Context: an optimization exercise on an open-source flow, tuned for small area. The choices shown serve that exercise and are no tape-out recipe. Function was checked by simulation only, so behaviour that the tests miss may differ from the original.

==> 09-04: inputs <==
// regfile_csr
module regfile_csr #(
  parameter int XLEN = 64
) (
  input  logic            clk,
  input  logic            rst,
  input  logic [4:0]      rs1_addr_i,
  input  logic [4:0]      rs2_addr_i,
  output logic [XLEN-1:0] rs1_data_o,
  output logic [XLEN-1:0] rs2_data_o,
  input  logic            wreg_i,
  input  logic [4:0]      rd_addr_i,
  input  logic [XLEN-1:0] rd_wdata_i,
  input  logic [11:0]     csr_raddr_i,
  output logic [XLEN-1:0] csr_data_o,
  input  logic            csr_wreg_i,
  input  logic [11:0]     csr_waddr_i,
  input  logic [XLEN-1:0] csr_wdata_i,
  input  logic            retire_i,
  input  logic            trap_i,
  input  logic [XLEN-1:0] trap_pc_i,
  input  logic [XLEN-1:0] trap_cause_i,
  output logic [XLEN-1:0] mtvec_o,
  output logic [XLEN-1:0] mepc_o
);
==> module regfile_csr, before the edit <==
module regfile_csr #(
  parameter int XLEN = 64
) (
  input  logic            clk,
  input  logic            rst,
  input  logic [4:0]      rs1_addr_i,
  input  logic [4:0]      rs2_addr_i,
  output logic [XLEN-1:0] rs1_data_o,
  output logic [XLEN-1:0] rs2_data_o,
  input  logic            wreg_i,
  input  logic [4:0]      rd_addr_i,
  input  logic [XLEN-1:0] rd_wdata_i,
  input  logic [11:0]     csr_raddr_i,
  output logic [XLEN-1:0] csr_data_o,
  input  logic            csr_wreg_i,
  input  logic [11:0]     csr_waddr_i,
  input  logic [XLEN-1:0] csr_wdata_i,
  input  logic            retire_i,
  input  logic            trap_i,
  input  logic [XLEN-1:0] trap_pc_i,
  input  logic [XLEN-1:0] trap_cause_i,
  output logic [XLEN-1:0] mtvec_o,
  output logic [XLEN-1:0] mepc_o
);
  localparam logic [11:0] ADDR_MSTATUS  = 12'h300;
  localparam logic [11:0] ADDR_MTVEC    = 12'h305;
  localparam logic [11:0] ADDR_MSCRATCH = 12'h340;
  localparam logic [11:0] ADDR_MEPC     = 12'h341;
  localparam logic [11:0] ADDR_MCAUSE   = 12'h342;
  localparam logic [11:0] ADDR_MCYCLE   = 12'hB00;
  localparam logic [11:0] ADDR_MINSTRET = 12'hB02;
  logic [XLEN-1:0] w_gpr_wd;
  assign w_gpr_wd = rd_wdata_i & {XLEN{~rst}};
  logic [XLEN-1:0] r_gpr [1:31];
  logic [XLEN-1:0] w_rs1_terms [1:31];
  logic [XLEN-1:0] w_rs2_terms [1:31];
  for (genvar i = 1; i < 32; i++) begin : g_gpr
    logic w_we;
    assign w_we = rst | (wreg_i && (rd_addr_i == 5'(i)));
    always_ff @(posedge clk) begin
      if (w_we) r_gpr[i] <= w_gpr_wd;
    end
    assign w_rs1_terms[i] = r_gpr[i] & {XLEN{rs1_addr_i == 5'(i)}};
    assign w_rs2_terms[i] = r_gpr[i] & {XLEN{rs2_addr_i == 5'(i)}};
  end
  always_comb begin
    rs1_data_o = '0;
    rs2_data_o = '0;
    for (int i = 1; i < 32; i++) begin
      rs1_data_o = rs1_data_o | w_rs1_terms[i];
      rs2_data_o = rs2_data_o | w_rs2_terms[i];
    end
  end
  logic [XLEN-1:0] r_mstatus;
  logic [XLEN-1:0] r_mtvec;
  logic [XLEN-1:0] r_mscratch;
  logic [XLEN-1:1] r_mepc;       
  logic [XLEN-1:0] r_mcause;
  logic [XLEN-1:0] r_mcycle;
  logic [XLEN-1:0] r_minstret;
  logic w_wr_mstatus, w_wr_mtvec, w_wr_mscratch, w_wr_mepc, w_wr_mcause;
  logic w_wr_mcycle, w_wr_minstret;
  assign w_wr_mstatus  = csr_wreg_i && (csr_waddr_i == ADDR_MSTATUS);
  assign w_wr_mtvec    = csr_wreg_i && (csr_waddr_i == ADDR_MTVEC);
  assign w_wr_mscratch = csr_wreg_i && (csr_waddr_i == ADDR_MSCRATCH);
  assign w_wr_mepc     = csr_wreg_i && (csr_waddr_i == ADDR_MEPC);
  assign w_wr_mcause   = csr_wreg_i && (csr_waddr_i == ADDR_MCAUSE);
  assign w_wr_mcycle   = csr_wreg_i && (csr_waddr_i == ADDR_MCYCLE);
  assign w_wr_minstret = csr_wreg_i && (csr_waddr_i == ADDR_MINSTRET);
  logic [XLEN-1:0] w_csr_wd;
  logic [XLEN-1:0] w_mstatus_wd;
  assign w_csr_wd     = csr_wdata_i & {XLEN{~rst}};
  assign w_mstatus_wd = {w_csr_wd[XLEN-1:13], csr_wdata_i[12:11] | {2{rst}}, w_csr_wd[10:0]};
  logic w_trap;
  assign w_trap = trap_i & ~rst;
  always_ff @(posedge clk) begin
    if (rst | w_wr_mstatus)  r_mstatus  <= w_mstatus_wd;
    if (rst | w_wr_mtvec)    r_mtvec    <= w_csr_wd;
    if (rst | w_wr_mscratch) r_mscratch <= w_csr_wd;
    if (rst | trap_i | w_wr_mepc)   r_mepc   <= w_trap ? trap_pc_i[XLEN-1:1]  : w_csr_wd[XLEN-1:1];
    if (rst | trap_i | w_wr_mcause) r_mcause <= w_trap ? trap_cause_i : w_csr_wd;
    r_mcycle   <= (rst | w_wr_mcycle)   ? w_csr_wd : r_mcycle + XLEN'(1);
    r_minstret <= (rst | w_wr_minstret) ? w_csr_wd : r_minstret + XLEN'(retire_i);
  end
  always_comb begin
    csr_data_o = (r_mstatus        & {XLEN{csr_raddr_i == ADDR_MSTATUS}})
               | (r_mtvec          & {XLEN{csr_raddr_i == ADDR_MTVEC}})
               | (r_mscratch       & {XLEN{csr_raddr_i == ADDR_MSCRATCH}})
               | ({r_mepc, 1'b0}   & {XLEN{csr_raddr_i == ADDR_MEPC}})
               | (r_mcause         & {XLEN{csr_raddr_i == ADDR_MCAUSE}})
               | (r_mcycle         & {XLEN{csr_raddr_i == ADDR_MCYCLE}})
               | (r_minstret       & {XLEN{csr_raddr_i == ADDR_MINSTRET}});
  end
  assign mtvec_o = r_mtvec;
  assign mepc_o  = {r_mepc, 1'b0};
endmodule
clock: 6.0 ns
lec_check: 0
cap_margin: 20
core_margin: 2
core_utilization: 40
slew_margin: 20
run.sh (not shown) runs the stock make flow with config.mk's settings and CLKGATE_MAP_FILE= SYNTH_SCRIPT=/design/flow/synth_recipe.tcl, a recipe that flattens the netlist after the stock synthesis.
==> inputs of 04-14, as changes to 09-04 <==
==> flow/design.v (replaced) <==
module regfile_csr #(
  parameter int XLEN = 64
) (
  input  logic            clk,
  input  logic            rst,
  input  logic [4:0]      rs1_addr_i,
  input  logic [4:0]      rs2_addr_i,
  output logic [XLEN-1:0] rs1_data_o,
  output logic [XLEN-1:0] rs2_data_o,
  input  logic            wreg_i,
  input  logic [4:0]      rd_addr_i,
  input  logic [XLEN-1:0] rd_wdata_i,
  input  logic [11:0]     csr_raddr_i,
  output logic [XLEN-1:0] csr_data_o,
  input  logic            csr_wreg_i,
  input  logic [11:0]     csr_waddr_i,
  input  logic [XLEN-1:0] csr_wdata_i,
  input  logic            retire_i,
  input  logic            trap_i,
  input  logic [XLEN-1:0] trap_pc_i,
  input  logic [XLEN-1:0] trap_cause_i,
  output logic [XLEN-1:0] mtvec_o,
  output logic [XLEN-1:0] mepc_o
);
  localparam logic [11:0] ADDR_MSTATUS  = 12'h300;
  localparam logic [11:0] ADDR_MTVEC    = 12'h305;
  localparam logic [11:0] ADDR_MSCRATCH = 12'h340;
  localparam logic [11:0] ADDR_MEPC     = 12'h341;
  localparam logic [11:0] ADDR_MCAUSE   = 12'h342;
  localparam logic [11:0] ADDR_MCYCLE   = 12'hB00;
  localparam logic [11:0] ADDR_MINSTRET = 12'hB02;
  localparam logic [XLEN-1:0] MSTATUS_RST = XLEN'('h1800);
  localparam logic [XLEN-1:0] BIT0_CLEAR  = {{(XLEN-1){1'b1}}, 1'b0};
  logic [XLEN-1:0] r_gpr [32];
  logic [XLEN-1:0] r_mstatus;
  logic [XLEN-1:0] r_mtvec;
  logic [XLEN-1:0] r_mscratch;
  logic [XLEN-1:0] r_mepc;
  logic [XLEN-1:0] r_mcause;
  logic [XLEN-1:0] r_mcycle;
  logic [XLEN-1:0] r_minstret;
  logic w_wr_mstatus;
  logic w_wr_mtvec;
  logic w_wr_mscratch;
  logic w_wr_mepc;
  logic w_wr_mcause;
  logic w_wr_mcycle;
  logic w_wr_minstret;
  assign w_wr_mstatus  = csr_wreg_i && (csr_waddr_i == ADDR_MSTATUS);
  assign w_wr_mtvec    = csr_wreg_i && (csr_waddr_i == ADDR_MTVEC);
  assign w_wr_mscratch = csr_wreg_i && (csr_waddr_i == ADDR_MSCRATCH);
  assign w_wr_mepc     = csr_wreg_i && (csr_waddr_i == ADDR_MEPC);
  assign w_wr_mcause   = csr_wreg_i && (csr_waddr_i == ADDR_MCAUSE);
  assign w_wr_mcycle   = csr_wreg_i && (csr_waddr_i == ADDR_MCYCLE);
  assign w_wr_minstret = csr_wreg_i && (csr_waddr_i == ADDR_MINSTRET);
  always_ff @(posedge clk) begin
    if (rst) begin
      for (int i = 0; i < 32; i++) r_gpr[i] <= '0;
      r_mstatus  <= MSTATUS_RST;
      r_mtvec    <= '0;
      r_mscratch <= '0;
      r_mepc     <= '0;
      r_mcause   <= '0;
      r_mcycle   <= '0;
      r_minstret <= '0;
    end else begin
      if (wreg_i && (rd_addr_i != 5'd0)) r_gpr[rd_addr_i] <= rd_wdata_i;
      if (w_wr_mstatus)  r_mstatus  <= csr_wdata_i;
      if (w_wr_mtvec)    r_mtvec    <= csr_wdata_i;
      if (w_wr_mscratch) r_mscratch <= csr_wdata_i;
      r_mcycle <= w_wr_mcycle ? csr_wdata_i : r_mcycle + XLEN'(1);
      if (w_wr_minstret)  r_minstret <= csr_wdata_i;
      else if (retire_i)  r_minstret <= r_minstret + XLEN'(1);
      if (trap_i) begin
        r_mepc   <= trap_pc_i & BIT0_CLEAR;
        r_mcause <= trap_cause_i;
      end else begin
        if (w_wr_mepc)   r_mepc   <= csr_wdata_i & BIT0_CLEAR;
        if (w_wr_mcause) r_mcause <= csr_wdata_i;
      end
    end
  end
  assign rs1_data_o = (rs1_addr_i == 5'd0) ? '0 : r_gpr[rs1_addr_i];
  assign rs2_data_o = (rs2_addr_i == 5'd0) ? '0 : r_gpr[rs2_addr_i];
  always_comb begin
    csr_data_o = '0;
    case (csr_raddr_i)
      ADDR_MSTATUS:  csr_data_o = r_mstatus;
      ADDR_MTVEC:    csr_data_o = r_mtvec;
      ADDR_MSCRATCH: csr_data_o = r_mscratch;
      ADDR_MEPC:     csr_data_o = r_mepc;
      ADDR_MCAUSE:   csr_data_o = r_mcause;
      ADDR_MCYCLE:   csr_data_o = r_mcycle;
      ADDR_MINSTRET: csr_data_o = r_minstret;
      default:       csr_data_o = '0;
    endcase
  end
  assign mtvec_o = r_mtvec;
  assign mepc_o  = r_mepc;
endmodule
==> qor summary <==
metric                                                                          04-14                 09-04
Status                                                        complete, no violations       failed layout checks
Layout check failures                                                               -  negative setup slack
Hold-critical path endpoint                                             r_mstatus[63]          r_mcycle[29]
Effective utilization at floorplan                                              40.2%                 40.2%
Initial antenna violation count                                                    51                    50
Multi-input gate share of the layout cell area                                  36.8%                 23.7%
Share of the clock period used by the worst path                                92.6%                  100%
Post-DP Area                                                                0.143 mm²             0.119 mm²
# rows                                                                            209                   186
Fraction of met3 tracks used by global routing                                  6.31%                 12.9%
DRT Wirelength                                                                 485 mm                526 mm
Number of non-filler instances in the completed layout                          14300                 12100
Tap Cells                                                                        4325                  3384
Placed Instances                                                                13700                 11600
Headroom to the max-slew limit                                                  17.9%                 19.5%
Number of global-route vias before repair                                       89400                 82100
Flip-flop count of the largest register after layout                             2048                  1984
Number of iterations in the first detailed-routing pass                             8                    11
Maximum number of pins on one net before global-route repair                      142                   167
Ratio of routed vias to standard cells                                           6.12                  7.33
Min-Delay Startpoint                                                    r_mstatus[63]          r_mcycle[29]
Post-route core utilization                                                     47.0%                 49.6%
Final setup viols                                                                   0                     1
Routed wire length on met2                                                     236 mm                221 mm

==> separate check: timing with driven ports <==
In the flow no input, the clock included, has a driving cell. The finished layouts below were timed again as built, in two steps. Step 1 (the two cells are an assumption about what drives the block):
set clk [get_ports {clk}]
set_driving_cell -lib_cell sky130_fd_sc_hd__clkbuf_16 $clk
set_driving_cell -lib_cell sky130_fd_sc_hd__buf_2 [delete_from_list [all_inputs] $clk]
Step 2 times the ports against the registers' clock, not the clock port: input delays grow and output delays shrink by t, the midpoint of the rising clock arrivals with the driver on. Slacks: ideal ports / drivers / drivers and shift; pairs: ideal ports / drivers.
run | t (ns) | setup slack, ns | worst hold slack (ns) | worst setup path after step 2
09-04 | 1.030 | -0.010 / -0.133 / -0.133 | 0.557 / 0.557 / 0.557 | input to output
04-14 | 1.004 | 0.446 / 0.426 / 0.426 | 0.453 / 0.453 / 0.453 | input to output
For 09-04, which loses most, drivers alone change the setup slack by -0.123 ns; drivers and shift together by -0.123 ns.
